Context: an optimization exercise on an open-source flow, tuned for small area. The choices shown serve that exercise and are no tape-out recipe.
Function was checked by simulation only, so behaviour that the tests miss may differ from the original.
Power figures rest on the tool's default switching activity, not on a simulated workload.

### flow/flow/run.sh
#!/bin/bash
# Standard layout with two changes: clock tree synthesis clusters up to 27 flip-flops per leaf
# buffer (within 50 um) and adds no dummy loads, and ports are buffered with buf_1.
set -euo pipefail
bash standard.sh \
  "CTS_ARGS=-sink_clustering_enable -repair_clock_nets -dont_use_dummy_load -sink_clustering_size 27 -sink_clustering_max_diameter 50" \
  "BUFFER_PORTS_ARGS=-buffer_cell sky130_fd_sc_hd__buf_1" \
  finish > flow.log 2>&1
### flow/standard.sh
#!/bin/bash
# synth_recipe.tcl (not shown) runs the flow's synth.tcl, then flattens the netlist and writes it again
# the make line also repeats each setting of config.mk as NAME=value (left out here)
make -C /OpenROAD-flow-scripts/flow DESIGN_CONFIG=/design/flow/config.mk WORK_HOME=/design/flow/orfs CLKGATE_MAP_FILE= SYNTH_SCRIPT=/design/flow/synth_recipe.tcl "${@:-finish}"
### flow/config.mk
export PLATFORM = sky130hd
export DESIGN_NAME = binary_min_heap_queue_core
export DESIGN_NICKNAME = binary_min_heap_queue_core
export VERILOG_FILES = /design/flow/design.v
export SDC_FILE = /design/flow/constraint.sdc
export NUM_CORES = 4
export LEC_CHECK = 0
export ABC_AREA = 1
export CAP_MARGIN = 0
export CORE_MARGIN = 2
export CORE_UTILIZATION = 70
export PLACE_DENSITY = 0.88
export SLEW_MARGIN = 0
### flow/constraint.sdc
create_clock -name core_clock -period 10.0 [get_ports {clk}]
set_input_delay 2.0000 -clock core_clock [delete_from_list [all_inputs] [get_ports {clk}]]
set_output_delay 2.0000 -clock core_clock [all_outputs]
set_load 0.01 [all_outputs]
### flow/design.v
package bmhq_pkg;
  localparam int CAPACITY_DEF      = 64;
  localparam int PRIORITY_BITS_DEF = 16;
  localparam int TAG_BITS_DEF      = 16;
  typedef enum logic [1:0] {
    ERR_OK     = 2'd0,
    ERR_EMPTY  = 2'd1,
    ERR_FULL   = 2'd2,
    ERR_UNUSED = 2'd3
  } err_t;
  typedef enum logic [3:0] {
    ST_IDLE   = 4'd0,
    ST_INSW   = 4'd1,   
    ST_INSA   = 4'd2,   
    ST_INSB   = 4'd3,   
    ST_LAST   = 4'd4,   
    ST_DEC    = 4'd5,   
    ST_WB     = 4'd6,   
    ST_RELOAD = 4'd7,   
    ST_SHOW   = 4'd8,   
    ST_SHOWE  = 4'd9    
  } state_t;
endpackage
module binary_min_heap_queue_core #(
  parameter int CAPACITY      = bmhq_pkg::CAPACITY_DEF,
  parameter int PRIORITY_BITS = bmhq_pkg::PRIORITY_BITS_DEF,
  parameter int TAG_BITS      = bmhq_pkg::TAG_BITS_DEF,
  localparam int CW = $clog2(CAPACITY + 1)
) (
  input  logic                            clk,
  input  logic                            rst_n,
  input  logic                            start,
  output logic                            busy,
  input  logic                            in_kind,
  input  logic signed [PRIORITY_BITS-1:0] in_priority_req,
  input  logic        [TAG_BITS-1:0]      in_payload_tag,
  output logic                            out_valid,
  output logic signed [PRIORITY_BITS-1:0] out_top_priority,
  output logic        [TAG_BITS-1:0]      out_top_tag,
  output logic        [CW-1:0]            out_entry_count,
  output logic                            out_is_empty,
  output logic        [1:0]               out_error_code
);
  localparam int EW = PRIORITY_BITS + TAG_BITS;
  localparam int AW = $clog2(CAPACITY);
  localparam int QW = AW - 1;
  logic [EW*CAPACITY-1:0] ring;
  logic [EW-1:0]          h0, h1, hx, t0, t1;
  logic [EW-1:0]          c_r;
  logic                   sel, wr, c_ld;
  logic                   full, empty;
  assign h0 = ring[EW-1:0];
  assign h1 = ring[2*EW-1:EW];
  assign hx = sel ? h1 : h0;
  logic w0, w1, k0, k1;
  assign w0 = wr && !sel;
  assign w1 = wr && sel;
  assign k0 = !w0;
  assign k1 = !w1 && !empty;
  assign t0 = (c_r & {EW{w0}}) | (h0 & {EW{k0}});
  assign t1 = (c_r & {EW{w1}}) | (h1 & {EW{k1}});
  always_ff @(posedge clk) begin
    ring <= {t1, t0, ring[EW*CAPACITY-1:2*EW]};
  end
  bmhq_pkg::state_t state_r, state_nxt;
  bmhq_pkg::err_t   err_r, err_nxt;
  logic [QW-1:0]    q_r;
  logic [CW-1:0]    count_r, count_nxt;
  logic [AW-1:0]    cur_r, cur_nxt;
  logic             sw_r, sw_nxt, pr_r, pr_nxt;
  logic             accept;
  logic [QW:0] q1;
  assign q1 = {1'b0, q_r} + (QW+1)'(1);
  always_ff @(posedge clk) begin
    if (!rst_n) begin
      state_r <= bmhq_pkg::ST_IDLE;
      err_r   <= bmhq_pkg::ERR_OK;
      q_r     <= '0;
      count_r <= '0;
    end else begin
      state_r <= state_nxt;
      err_r   <= err_nxt;
      q_r     <= q1[QW-1:0];
      count_r <= count_nxt;
    end
  end
  always_ff @(posedge clk) begin
    cur_r <= cur_nxt;
    lvl_r <= lvl_nxt;
    sw_r  <= sw_nxt;
    pr_r  <= pr_nxt;
    if (accept) begin
      c_r <= {in_priority_req, in_payload_tag};
    end else if (c_ld) begin
      c_r <= hx;
    end
  end
  logic signed [PRIORITY_BITS-1:0] p0, p1, px, cp;
  assign p0 = h0[EW-1 -: PRIORITY_BITS];
  assign p1 = h1[EW-1 -: PRIORITY_BITS];
  assign px = hx[EW-1 -: PRIORITY_BITS];
  assign cp = c_r[EW-1 -: PRIORITY_BITS];
  function automatic logic lt16(input logic [PRIORITY_BITS-1:0] a, input logic [PRIORITY_BITS-1:0] b,
                                input logic le);
    logic c, ai, bi;
    c = le;
    for (int i = 0; i < PRIORITY_BITS; i++) begin
      ai = (i == PRIORITY_BITS-1) ? !a[i] : a[i];
      bi = (i == PRIORITY_BITS-1) ? !b[i] : b[i];
      c  = (!ai && bi) || (!ai && c) || (bi && c);
    end
    lt16 = c;
  endfunction
  logic x_vs_c, c_lt_x, x_lt_c, p1_lt_p0, ins_cmp;
  assign x_vs_c   = lt16(px, cp, ins_cmp);
  assign c_lt_x   = !x_vs_c;
  assign x_lt_c   = x_vs_c;
  assign p1_lt_p0 = lt16(p1, p0, 1'b0);
  logic [2:0]    lvl_r, lvl_nxt, depth;
  logic          path_bit, path_final;
  logic [CW-1:0] count_inc;
  assign count_inc = count_r + CW'(1);
  always_comb begin
    depth = '0;
    for (int i = 1; i < CW; i++) begin
      if (count_inc[i]) depth = 3'(i);
    end
  end
  assign path_bit   = count_r[lvl_r - 3'd1];
  assign path_final = (lvl_r == 3'd1);
  logic [AW-1:0] cur_m1;
  assign cur_m1  = cur_r - AW'(1);
  logic at_cur, at_kids;
  assign at_cur  = (q_r == cur_m1[AW-1:1]);
  assign at_kids = (q_r == cur_r[QW-1:0]);
  logic [CW-1:0] left7;
  logic          has_l, has_r;
  assign left7 = {cur_r, 1'b1};
  assign has_l = left7 < count_r;
  assign has_r = (left7 + CW'(1)) < count_r;
  assign ins_cmp = (state_r == bmhq_pkg::ST_INSW) || (state_r == bmhq_pkg::ST_INSA) ||
                   (state_r == bmhq_pkg::ST_INSB);
  assign full  = count_r[CW-1];
  assign empty = (count_r == '0);
  always_comb begin
    state_nxt = state_r;
    err_nxt   = err_r;
    count_nxt = count_r;
    cur_nxt   = cur_r;
    sw_nxt    = sw_r;
    pr_nxt    = pr_r;
    lvl_nxt   = lvl_r;
    accept    = 1'b0;
    sel       = 1'b0;
    wr        = 1'b0;
    c_ld      = 1'b0;
    out_valid = 1'b0;
    case (state_r)
      bmhq_pkg::ST_IDLE: begin
        if (start) begin
          accept  = 1'b1;
          err_nxt = bmhq_pkg::ERR_OK;
          cur_nxt = '0;
          if (!in_kind) begin
            if (full) begin
              err_nxt   = bmhq_pkg::ERR_FULL;
              state_nxt = bmhq_pkg::ST_SHOW;
            end else begin
              count_nxt = count_inc;
              lvl_nxt   = depth;
              state_nxt = bmhq_pkg::ST_INSW;
            end
          end else begin
            if (empty) begin
              err_nxt   = bmhq_pkg::ERR_EMPTY;
              state_nxt = bmhq_pkg::ST_SHOWE;
            end else begin
              count_nxt = count_r - CW'(1);
              cur_nxt   = AW'(count_nxt);
              if (count_r == CW'(1)) state_nxt = bmhq_pkg::ST_SHOWE;
              else                   state_nxt = bmhq_pkg::ST_LAST;
            end
          end
        end
      end
      bmhq_pkg::ST_INSW: begin
        sel = 1'b1;
        if (q_r == '1) begin
          out_valid = 1'b1;
          wr        = (lvl_r == '0) || c_lt_x;
          c_ld      = wr;
          if (lvl_r == '0) state_nxt = bmhq_pkg::ST_IDLE;
          else if (wr)     state_nxt = bmhq_pkg::ST_INSB;
          else             state_nxt = bmhq_pkg::ST_INSA;
        end
      end
      bmhq_pkg::ST_INSA, bmhq_pkg::ST_INSB: begin
        sel = path_bit;
        if (at_kids) begin
          wr      = (state_r == bmhq_pkg::ST_INSB) || path_final || c_lt_x;
          c_ld    = wr;
          cur_nxt = AW'(left7) + AW'(path_bit);
          lvl_nxt = lvl_r - 3'd1;
          if (path_final) state_nxt = bmhq_pkg::ST_IDLE;
          else if (wr)    state_nxt = bmhq_pkg::ST_INSB;
        end
      end
      bmhq_pkg::ST_LAST: begin
        sel = !cur_r[0];
        if (at_cur) begin
          c_ld      = 1'b1;
          cur_nxt   = '0;
          state_nxt = bmhq_pkg::ST_DEC;
        end
      end
      bmhq_pkg::ST_DEC: begin
        sel = has_r && p1_lt_p0;
        if (!has_l || (at_kids && !x_lt_c)) begin
          sw_nxt = 1'b0;
          if (cur_r == '0) state_nxt = bmhq_pkg::ST_WB;
          else             state_nxt = bmhq_pkg::ST_IDLE;
        end else if (at_kids) begin
          wr        = 1'b1;
          c_ld      = 1'b1;
          sw_nxt    = 1'b1;
          pr_nxt    = sel;
          state_nxt = bmhq_pkg::ST_WB;
        end
      end
      bmhq_pkg::ST_WB: begin
        sel = !cur_r[0];
        if (at_cur) begin
          wr        = 1'b1;
          out_valid = (cur_r == '0);
          if (sw_r) begin
            cur_nxt   = AW'(left7) + AW'(pr_r);
            state_nxt = bmhq_pkg::ST_RELOAD;
          end else begin
            state_nxt = bmhq_pkg::ST_IDLE;
          end
        end
      end
      bmhq_pkg::ST_RELOAD: begin
        sel = !cur_r[0];
        if (at_cur) begin
          c_ld      = 1'b1;
          state_nxt = bmhq_pkg::ST_DEC;
        end
      end
      bmhq_pkg::ST_SHOW: begin
        sel = 1'b1;
        if (q_r == '1) begin
          out_valid = 1'b1;
          state_nxt = bmhq_pkg::ST_IDLE;
        end
      end
      bmhq_pkg::ST_SHOWE: begin
        sel       = 1'b1;
        out_valid = 1'b1;
        state_nxt = bmhq_pkg::ST_IDLE;
      end
      default: state_nxt = bmhq_pkg::ST_IDLE;
    endcase
  end
  assign busy             = (state_r != bmhq_pkg::ST_IDLE);
  assign out_is_empty     = empty;
  assign out_top_priority = t1[EW-1 -: PRIORITY_BITS];
  assign out_top_tag      = t1[TAG_BITS-1:0];
  assign out_entry_count  = count_r;
  assign out_error_code   = err_r;
endmodule
==> results of run 1 <==
## worst max path at each step
stage	from	endpoint	slack, ns	cells after the start
after CTS	cur_r[0]	out_top_tag[7]	0.75	41
after global routing	cur_r[0]	out_top_tag[7]	0.11	41
after global placement	cur_r[0]	out_top_priority[1]	2.22	41
after detailed placement	cur_r[0]	out_top_tag[15]	1.91	41
after floorplan	cur_r[0]	out_top_priority[0]	3.97	41
final	cur_r[0]	out_top_tag[7]	0.46	41
## power breakdown
part	internal, mW	switching (mW)
sequential	8.70	0.211
clock	1.99	2.49
combinational	0.397	1.24
total	11.1	3.94
## logic make-up after synthesis
| logic type | after synthesis | share of synthesized area [%] |
|---|---|---|
| xor+xnor | 20 | 0.375 |
| fa+ha+maj | 25 | 0.669 |
| flops | 2109 | 91.3 |
| buf+inv | 157 | 1.39 |
| simple gates | 473 | 4.34 |
| compound gates | 159 | 1.95 |
## registers in the layout, summed over array words and instances, names as in the netlist
| register | cells |
|---|---|
| c_r | 32 |
| count_r | 7 |
| cur_r | 6 |
| err_r | 2 |
| lvl_r | 3 |
| pr_r | 1 |
| q_r | 5 |
| ring | 2048 |
| state_r | 4 |
| sw_r | 1 |
## critical path: cells and delay by family, from the launching register on
kind                     cells  cell delay (ns)
buffers and inverters        3             0.48
AO/OA/AOI/OAI                5             0.92
adder cells (fa/ha/maj)      2             0.62
AND/OR/NAND/NOR             31             4.42
flip-flops                   1             0.48
## per-stage QoR
step                      util, %  cells  hold slack, ns  area [um2]  total power, mW
final                        76.9   3962           0.234       50700             15.0
after global routing         76.9   3962           0.229       50700             15.4
after CTS                    76.9   3962           0.233       50700             15.0
after detailed placement     72.7   3850           0.312       47900             10.6
after global placement       72.7   3850           0.310       47900             10.5
after floorplan                 -   2943           0.310       46700             9.98
## area by class of cell
cell class | count | area, um2
Clock buffer | 112 | 2800
Fill cell | 3115 | 15200
Inverter | 115 | 432
Multi-Input combinational cell | 677 | 3430
Sequential cell | 2109 | 42700
Tap cell | 864 | 1080
Timing Repair Buffer | 85 | 342
## routing by layer
metal  global-route usage (%)  up-vias  share of wire [%]
met5                        0        -              0.037
met4                     10.7        6                4.3
met3                     4.39      326                5.1
met2                     48.3      873                 50
met1                     35.5    10100                 40
li1                         -     9460                  -
## synth_stat cells (all sizes together), types with 8 or more instances
cell type	count	area (um2)
o21ai	93	473
a31oi	9	56.3
edfxtp	43	1290
nand4	8	71.3
nand2	250	963
o22ai	15	93.8
nand3	119	601
xor2	16	140
buf	24	149
nor3	11	55.1
clkbuf	18	67.6
a21oi	21	105
nor2	77	289
dfxtp	2066	41400
inv	112	420
ha	25	313
==> metrics.json, run 1 <==
{
  "synthesis.area": {"value": 46700, "unit": "um2"},
  "cts_inserted_buffers": {"value": 112},
  "core.rowCount": {"value": 94},
  "dp_hpwl": {"value": 48000, "unit": "um"},
  "detailroute.via_count": {"value": 20700},
  "cts_resized": {"value": 0},
  "cellLeakagePower": {"value": 20.6, "unit": "nW"},
  "dieWidth": {"value": 262, "unit": "um"},
  "synthesis.yosys.warnings": {"value": 1},
  "holdPathStages": {"value": 0},
  "irDropWorstVdd": {"value": 0.000279, "unit": "V"},
  "worst_pin_slew": {"value": 1.29, "unit": "ns"},
  "clk_path_buf_depth": {"value": 3},
  "postSynthRegisterBits": {"value": 2109},
  "clk_pin_slew_worst_paths": {"value": 0.09, "unit": "ns"},
  "number_of_max_cap_violations": {"value": 0},
  "crit_start_category": {"value": "flip-flop"},
  "detailedPlace.worstSlack": {"value": 1.91, "unit": "ns"},
  "global_route.overflow_total": {"value": 0},
  "fp.dieArea": {"value": 68800, "unit": "um2"},
  "post_synth.cell_area_avg": {"value": 15.9, "unit": "um2"},
  "track_usage": {"value": 27.8, "unit": "%"},
  "timing_max_transition_violations_final": {"value": 0},
  "cts_tree": {"value": "built"},
  "initial_utilization": {"value": 70.8, "unit": "%"},
  "seq_area_frac_synth": {"value": 91.3, "unit": "%"},
  "drt_pre_antenna_iters": {"value": 6},
  "grt_first_pass_wirelength": {"value": 143000, "unit": "um"},
  "synth_cells": {"value": 2943},
  "power.density_cell_area": {"value": 296, "unit": "nW/um2"},
  "grt_max_degree": {"value": 50},
  "min_period": {"value": 9.54, "unit": "ns"},
  "netlist-cell-type-count": {"value": 47},
  "ys_dominant_reg_cell": {"value": "sky130_fd_sc_hd__dfxtp_1"},
  "critPathMostFrequentCell": {"value": "sky130_fd_sc_hd__nand2_1"},
  "die-height": {"value": 262, "unit": "um"},
  "timing.critical_path.fanout_max": {"value": 44},
  "cts_post_setup_buffers_inserted": {"value": 0},
  "detail_route.drc_violations": {"value": 0},
  "reg2reg_from": {"value": "cur_r[0]"},
  "antenna_found_initial": {"value": 5},
  "antennaDiodeCount": {"value": 0},
  "report.final.hold_viol_count": {"value": 0},
  "area_growth": {"value": 8.60, "unit": "%"},
  "postLayoutSetupSlackWorst": {"value": 0.458, "unit": "ns"},
  "holdPathEnd": {"value": "ring[16]"},
  "finClkSkew": {"value": 0.121, "unit": "ns"},
  "setup_repair_after_global_routing_missed_its_margin": {"value": "no"},
  "numPortBuffers": {"value": 79},
  "finalCritPeriodShare": {"value": 95.4, "unit": "%"},
  "clock_insertion_delay_worst_skew": {"value": 0.70, "unit": "ns"},
  "mostFrequentLayoutCell": {"value": "sky130_fd_sc_hd__dfxtp_1"},
  "finalSetupViolations": {"value": 0},
  "grt_pass1_vias": {"value": 22500},
  "final.setup.tns": {"value": 0, "unit": "ns"},
  "detail-route-antenna-nets": {"value": 0},
  "synth_nets": {"value": 3004},
  "finalWirelength": {"value": 94100, "unit": "um"},
  "cells_on_worst_reg2reg_path": {"value": 39},
  "endpoint_kind": {"value": "primary output"},
  "cts-htree-levels": {"value": 3},
  "cell_at_the_root_of_the_clock_tree": {"value": "sky130_fd_sc_hd__clkbuf_16"},
  "synth-edff-count": {"value": 43},
  "cpPeakStageDelay": {"value": 0.71, "unit": "ns"},
  "postSynth.asyncResetShare": {"value": 0, "unit": "%"},
  "crit_slowest_cell": {"value": "sky130_fd_sc_hd__nand2_4"},
  "wl_per_cell": {"value": 23.8, "unit": "um"},
  "maxClockFrequency": {"value": 0.105, "unit": "GHz"},
  "detail_route.vias_per_cell": {"value": 5.23},
  "cts.hold.buffers_added": {"value": 0},
  "required": {"value": 8.00, "unit": "ns"},
  "r2r_setup_slack": {"value": 2.90, "unit": "ns"},
  "worst_slew_margin_rel": {"value": 13.8, "unit": "%"},
  "num-nets-final": {"value": 3161},
  "starting_drt_drc_count": {"value": 1815},
  "cp_data_arrival_time": {"value": 7.54, "unit": "ns"},
  "hold_path_startpoint": {"value": "ring[80]"},
  "gp_congestion": {"value": 0.837},
  "critical_path_class": {"value": "reg2out"},
  "timing.hold.worst.class": {"value": "reg2reg"},
  "outcome": {"value": "timing/DRC/antenna clean"},
  "mostFrequentLayoutCells": {"value": "sky130_fd_sc_hd__dfxtp_1, sky130_fd_sc_hd__nand2_1, sky130_fd_sc_hd__nand3_1, sky130_fd_sc_hd__clkbuf_16, sky130_fd_sc_hd__inv_1"},
  "io_pins": {"value": 80},
  "core_region_area": {"value": 66000, "unit": "um2"},
  "r2r_end": {"value": "ring[2001]"},
  "share_of_cells_above_drive_strength_1": {"value": 4.49, "unit": "%"},
  "clock-sinks": {"value": 2109}
}
==> run 2, diff against run 1 <==
--- a/flow/design.v
+++ b/flow/design.v
@@ -18,7 +18,8 @@
     ST_WB     = 4'd6,   
     ST_RELOAD = 4'd7,   
     ST_SHOW   = 4'd8,   
-    ST_SHOWE  = 4'd9    
+    ST_SHOWE  = 4'd9,   
+    ST_SHOWZ  = 4'd10   
   } state_t;
 endpackage
 module binary_min_heap_queue_core #(
@@ -52,18 +53,12 @@
   assign h0 = ring[EW-1:0];
   assign h1 = ring[2*EW-1:EW];
   assign hx = sel ? h1 : h0;
-  logic w0, w1, k0, k1;
-  assign w0 = wr && !sel;
-  assign w1 = wr && sel;
-  assign k0 = !w0;
-  assign k1 = !w1 && !empty;
-  assign t0 = (c_r & {EW{w0}}) | (h0 & {EW{k0}});
-  assign t1 = (c_r & {EW{w1}}) | (h1 & {EW{k1}});
+  assign t0 = (wr && !sel) ? c_r : h0;
+  assign t1 = (wr && sel) ? c_r : (empty ? '0 : h1);
   always_ff @(posedge clk) begin
     ring <= {t1, t0, ring[EW*CAPACITY-1:2*EW]};
   end
   bmhq_pkg::state_t state_r, state_nxt;
-  bmhq_pkg::err_t   err_r, err_nxt;
   logic [QW-1:0]    q_r;
   logic [CW-1:0]    count_r, count_nxt;
   logic [AW-1:0]    cur_r, cur_nxt;
@@ -74,12 +69,10 @@
   always_ff @(posedge clk) begin
     if (!rst_n) begin
       state_r <= bmhq_pkg::ST_IDLE;
-      err_r   <= bmhq_pkg::ERR_OK;
       q_r     <= '0;
       count_r <= '0;
     end else begin
       state_r <= state_nxt;
-      err_r   <= err_nxt;
       q_r     <= q1[QW-1:0];
       count_r <= count_nxt;
     end
@@ -144,7 +137,6 @@
   assign empty = (count_r == '0);
   always_comb begin
     state_nxt = state_r;
-    err_nxt   = err_r;
     count_nxt = count_r;
     cur_nxt   = cur_r;
     sw_nxt    = sw_r;
@@ -159,11 +151,9 @@
       bmhq_pkg::ST_IDLE: begin
         if (start) begin
           accept  = 1'b1;
-          err_nxt = bmhq_pkg::ERR_OK;
           cur_nxt = '0;
           if (!in_kind) begin
             if (full) begin
-              err_nxt   = bmhq_pkg::ERR_FULL;
               state_nxt = bmhq_pkg::ST_SHOW;
             end else begin
               count_nxt = count_inc;
@@ -172,12 +162,11 @@
             end
           end else begin
             if (empty) begin
-              err_nxt   = bmhq_pkg::ERR_EMPTY;
               state_nxt = bmhq_pkg::ST_SHOWE;
             end else begin
               count_nxt = count_r - CW'(1);
               cur_nxt   = AW'(count_nxt);
-              if (count_r == CW'(1)) state_nxt = bmhq_pkg::ST_SHOWE;
+              if (count_r == CW'(1)) state_nxt = bmhq_pkg::ST_SHOWZ;
               else                   state_nxt = bmhq_pkg::ST_LAST;
             end
           end
@@ -254,7 +243,7 @@
           state_nxt = bmhq_pkg::ST_IDLE;
         end
       end
-      bmhq_pkg::ST_SHOWE: begin
+      bmhq_pkg::ST_SHOWE, bmhq_pkg::ST_SHOWZ: begin
         sel       = 1'b1;
         out_valid = 1'b1;
         state_nxt = bmhq_pkg::ST_IDLE;
@@ -267,5 +256,7 @@
   assign out_top_priority = t1[EW-1 -: PRIORITY_BITS];
   assign out_top_tag      = t1[TAG_BITS-1:0];
   assign out_entry_count  = count_r;
-  assign out_error_code   = err_r;
+  assign out_error_code   = (state_r == bmhq_pkg::ST_SHOW)  ? bmhq_pkg::ERR_FULL  :
+                            (state_r == bmhq_pkg::ST_SHOWE) ? bmhq_pkg::ERR_EMPTY :
+                                                              bmhq_pkg::ERR_OK;
 endmodule
==> flow/flow/run.sh (replaced) <==
#!/bin/bash
# Standard layout with two changes: clock tree synthesis clusters up to 26 flip-flops per leaf
# buffer (within 60 um) and adds no dummy loads, and ports are buffered with buf_1.
set -euo pipefail
bash standard.sh \
  "CTS_ARGS=-sink_clustering_enable -repair_clock_nets -dont_use_dummy_load -sink_clustering_size 26 -sink_clustering_max_diameter 60" \
  "BUFFER_PORTS_ARGS=-buffer_cell sky130_fd_sc_hd__buf_1" \
  finish > flow.log 2>&1
==> metrics.json, run 2 <==
{
  "outcome": {"value": "timing/DRC/antenna clean"},
  "worst_hold_slack": {"value": 0.276, "unit": "ns", "change": "+0.0419 ns"},
  "detail_route.drc_violations": {"value": 0, "change": "unchanged"},
  "layout.core_utilization": {"value": 76.4, "unit": "%", "change": "-0.53 points"},
  "final_cell_area": {"value": 50500, "unit": "um2", "change": "-0.52%"},
  "post_synth.cell_area_avg": {"value": 15.8, "unit": "um2", "change": "-0.74%"},
  "reg2reg_from": {"value": "cur_r[0]"},
  "detail-route-antenna-nets": {"value": 0, "change": "unchanged"},
  "synthesis.yosys.warnings": {"value": 1, "change": "unchanged"},
  "postSynthRegisterBits": {"value": 2107, "change": "-0.095%"},
  "largest_register_ffs": {"value": 2048, "change": "unchanged"},
  "grt_max_degree": {"value": 52, "change": "+4.0%"},
  "cts.hold.buffers_added": {"value": 0, "change": "unchanged"},
  "min_period": {"value": 9.18, "unit": "ns", "change": "-0.367 ns"},
  "proportion_of_power_drawn_by_the_clock_network": {"value": 22.4, "unit": "%", "change": "-7.4 points"},
  "gp_congestion": {"value": 0.856, "change": "+2.3%"},
  "num-nets-final": {"value": 3178, "change": "+0.54%"},
  "share_of_cells_above_drive_strength_1": {"value": 5.14, "unit": "%", "change": "+0.65 points"},
  "power.density_cell_area": {"value": 361, "unit": "nW/um2", "change": "+22%"},
  "detailed_place.area": {"value": 48100, "unit": "um2", "change": "+0.39%"},
  "clock-sinks": {"value": 2107, "change": "-0.095%"},
  "post-place-cells": {"value": 3885, "change": "+0.91%"},
  "fp.dieArea": {"value": 69100, "unit": "um2", "change": "+0.40%"},
  "postLayoutSetupSlackWorst": {"value": 0.825, "unit": "ns", "change": "+0.367 ns"},
  "cell_at_the_root_of_the_clock_tree": {"value": "sky130_fd_sc_hd__clkbuf_16"},
  "synth_commonest_cells": {"value": "sky130_fd_sc_hd__dfxtp_1, sky130_fd_sc_hd__nand2_1, sky130_fd_sc_hd__nor2_1, sky130_fd_sc_hd__inv_1, sky130_fd_sc_hd__nand3_1"},
  "track_usage": {"value": 27.4, "unit": "%", "change": "-0.45 points"},
  "finClkSkew": {"value": 0.130, "unit": "ns", "change": "+0.00982 ns"},
  "irDropWorstVdd": {"value": 0.000284, "unit": "V", "change": "+1.6%"},
  "cp_data_arrival_time": {"value": 7.18, "unit": "ns", "change": "-0.36 ns"},
  "power.internal": {"value": 13.1, "unit": "mW", "change": "+18%"},
  "synthesis.area": {"value": 46900, "unit": "um2", "change": "+0.41%"},
  "cts_post_setup_buffers_inserted": {"value": 0, "change": "unchanged"},
  "final_cell_count_no_fill": {"value": 3979, "change": "+0.43%"},
  "finalSetupViolations": {"value": 0, "change": "unchanged"},
  "starting_drt_drc_count": {"value": 1894, "change": "+4.4%"},
  "worst_slew_margin_rel": {"value": 11.0, "unit": "%", "change": "-2.8 points"},
  "worst_pin_slew": {"value": 1.33, "unit": "ns", "change": "+0.0386 ns"},
  "setup_repair_after_global_routing_missed_its_margin": {"value": "no"},
  "cts_resized": {"value": 0, "change": "unchanged"},
  "r2r_setup_slack": {"value": 3.47, "unit": "ns", "change": "+0.57 ns"},
  "seq_area_frac_synth": {"value": 90.8, "unit": "%", "change": "-0.46 points"},
  "synth.most_common_cell": {"value": "sky130_fd_sc_hd__dfxtp_1"},
  "initial_utilization": {"value": 71.0, "unit": "%", "change": "+0.16 points"},
  "timing_max_transition_violations_final": {"value": 0, "change": "unchanged"},
  "timing.critical_path.fanout_max": {"value": 31, "change": "-30%"},
  "clk_path_buf_depth": {"value": 3, "change": "unchanged"},
  "seq_power_share": {"value": 64.8, "unit": "%", "change": "+5.5 points"},
  "mostFrequentLayoutCell": {"value": "sky130_fd_sc_hd__dfxtp_1"},
  "global_route.overflow_total": {"value": 0, "change": "unchanged"},
  "maxClockFrequency": {"value": 0.109, "unit": "GHz", "change": "+4.0%"},
  "dp_hpwl": {"value": 50200, "unit": "um", "change": "+4.6%"},
  "postSynth.asyncResetShare": {"value": 0, "unit": "%", "change": "unchanged"},
  "required": {"value": 8.00, "unit": "ns", "change": "about the same"},
  "cpPeakStageDelay": {"value": 0.77, "unit": "ns", "change": "+0.06 ns"},
  "netSwitchingPower": {"value": 5.13, "unit": "mW", "change": "+30%"},
  "hold_path_startpoint": {"value": "ring[1371]"},
  "regArea": {"value": 42600, "unit": "um2", "change": "about the same"},
  "report.final.hold_viol_count": {"value": 0, "change": "unchanged"},
  "synth_nets": {"value": 3038, "change": "+1.1%"},
  "grt_first_pass_wirelength": {"value": 141000, "unit": "um", "change": "-1.5%"},
  "cells_on_worst_reg2reg_path": {"value": 39, "change": "unchanged"},
  "detail_route.vias_per_cell": {"value": 5.20, "change": "-0.67%"},
  "die-height": {"value": 263, "unit": "um", "change": "+0.20%"},
  "cts_inserted_buffers": {"value": 94, "change": "-16%"},
  "finalCritPeriodShare": {"value": 91.8, "unit": "%", "change": "-3.7 points"},
  "mostFrequentLayoutCells": {"value": "sky130_fd_sc_hd__dfxtp_1, sky130_fd_sc_hd__nand2_1, sky130_fd_sc_hd__nor2_1, sky130_fd_sc_hd__inv_1, sky130_fd_sc_hd__clkbuf_16"},
  "core.rowCount": {"value": 94, "change": "unchanged"},
  "io_pins": {"value": 80, "change": "unchanged"},
  "dieWidth": {"value": 263, "unit": "um", "change": "+0.20%"},
  "cts-htree-levels": {"value": 3, "change": "unchanged"},
  "synth-edff-count": {"value": 43, "change": "unchanged"},
  "cts_tree": {"value": "built"},
  "antenna_found_initial": {"value": 0, "change": "-5"},
  "final.setup.tns": {"value": 0, "unit": "ns", "change": "unchanged"},
  "cellLeakagePower": {"value": 21.0, "unit": "nW", "change": "+1.9%"},
  "detailroute.via_count": {"value": 20700, "change": "-0.25%"},
  "wl_per_cell": {"value": 23.4, "unit": "um", "change": "-1.7%"},
  "clock_insertion_delay_worst_skew": {"value": 0.68, "unit": "ns", "change": "-0.02 ns"},
  "endpoint_kind": {"value": "primary output"},
  "top_regs": {"value": "ring (2048), c_r (32), count_r (7)"},
  "area_growth": {"value": 7.59, "unit": "%"},
  "r2r_end": {"value": "c_r[30]"},
  "grt_pass1_vias": {"value": 22600, "change": "+0.34%"},
  "crit_start_category": {"value": "flip-flop"},
  "drt_pre_antenna_iters": {"value": 6, "change": "unchanged"},
  "comb_power_share": {"value": 12.8, "unit": "%", "change": "+1.9 points"},
  "finalWirelength": {"value": 93000, "unit": "um", "change": "-1.2%"},
  "crit_slowest_cell": {"value": "sky130_fd_sc_hd__o21ai_4"},
  "numPortBuffers": {"value": 79, "change": "unchanged"},
  "critical_path_class": {"value": "reg2out"},
  "timing.hold.worst.class": {"value": "reg2reg"},
  "clk_pin_slew_worst_paths": {"value": 0.10, "unit": "ns", "change": "about the same"},
  "detailedPlace.worstSlack": {"value": 1.86, "unit": "ns", "change": "-0.0548 ns"},
  "power.total": {"value": 18.2, "unit": "mW", "change": "+21%"},
  "holdPathStages": {"value": 0, "change": "unchanged"},
  "multi_input_comb_area": {"value": 3620, "unit": "um2", "change": "+5.5%"},
  "synth.area.top_cells": {"value": "sky130_fd_sc_hd__dfxtp_1, sky130_fd_sc_hd__edfxtp_1, sky130_fd_sc_hd__nand2_1"},
  "netlist-cell-type-count": {"value": 47, "change": "unchanged"},
  "core_region_area": {"value": 66100, "unit": "um2", "change": "+0.18%"},
  "ys_dominant_reg_cell": {"value": "sky130_fd_sc_hd__dfxtp_1"},
  "critPathMostFrequentCell": {"value": "sky130_fd_sc_hd__nand2_1"},
  "fillCellCount": {"value": 3248, "change": "+4.3%"},
  "regMostFlops": {"value": "ring"},
  "post-synth-top-area-fraction": {"value": 88.1, "unit": "%", "change": "-0.45 points"},
  "synth.largest_area_cell": {"value": "sky130_fd_sc_hd__dfxtp_1"},
  "synth_cells": {"value": 2977, "change": "+1.2%"},
  "number_of_max_cap_violations": {"value": 0, "change": "unchanged"},
  "antennaDiodeCount": {"value": 0, "change": "unchanged"},
  "holdPathEnd": {"value": "ring[1307]"},
  "swShare": {"value": 28.2, "unit": "%", "change": "+1.9 points"}
}
==> run 2: per-layer routing <==
layer,track usage (%),vias to the layer above,wire (um)
met5,0,-,0
met2,47.5,914,46700
met3,4.62,321,5000
met4,12.4,0,4610
li1,-,9486,-
met1,33.8,9956,36600
==> run 2: cell type report <==
type	instances	share of cell area (%)
tap	864	2.14
multi-input combinational	705	7.18
inverter	123	0.915
clock buffer	94	4.66
timing repair buffer	86	0.692
sequential	2107	84.4
==> run 2: cell families after synthesis <==
kind of cell	after synthesis	synth area share, %
xor+xnor	23	0.429
buf+inv	165	1.50
compound gates	155	1.99
flops	2107	90.8
mux	1	0.0240
fa+ha+maj	25	0.667
simple gates	501	4.57
==> run 2: critical path, delay by kind of cell (launching register included) <==
kind                       cells  cell delay (ns)
and+or+nand+nor               29             2.60
DFF                            1             0.48
AOI/OAI and AO/OA              7             1.91
adders and majority gates      2             0.61
buffers and inverters          4             0.91
==> run 2: how the worst max path moves through the flow <==
stage	from	end	slack, ns
after floorplan	cur_r[0]	out_top_priority[10]	3.90
after global placement	cur_r[0]	out_top_priority[6]	2.23
after detailed placement	cur_r[0]	out_top_priority[10]	1.86
after CTS	cur_r[0]	out_top_priority[12]	0.99
after global routing	cur_r[0]	out_top_priority[6]	0.42
final	cur_r[0]	out_top_priority[12]	0.82
==> run 2: power by group through the flow <==
stage                     combinational (mW)  sequential, mW  clock [mW]
after floorplan                         1.45            11.3           0
after global placement                  2.00            11.6           0
after detailed placement                2.13            11.8           0
after CTS                               2.27            11.8        4.12
after global routing                    2.49            11.9        4.37
final                                   2.33            11.8        4.08

-- afterwards: timing with drivers on the ports --
The flow's constraints put no driver on any port. The routed layouts listed below were extracted and timed again, unchanged, in two steps. Step 1, drivers: a clkbuf_16 drives clk and a buf_2 each remaining input, both assumed. Step 2 also shifts input and output timing later by t, the mid clock arrival at the registers, as if the neighbouring blocks saw the same clock. Slacks: no drivers / after step 1 / after step 2; pairs: no drivers / after step 1.
run | t (ns) | setup WS [ns] | hold WS [ns] | clock arrival spread, ns | worst data-port slew with drivers (ns)
run 1 | 0.697 | 0.458 / 0.397 / 1.094 | 0.234 / 0.234 / 0.234 | 0.121 / 0.120 | 0.14
run 2 | 0.684 | 0.825 / 0.759 / 1.444 | 0.276 / 0.276 / 0.276 | 0.131 / 0.131 | 0.12
After both steps every run listed still meets setup and hold.
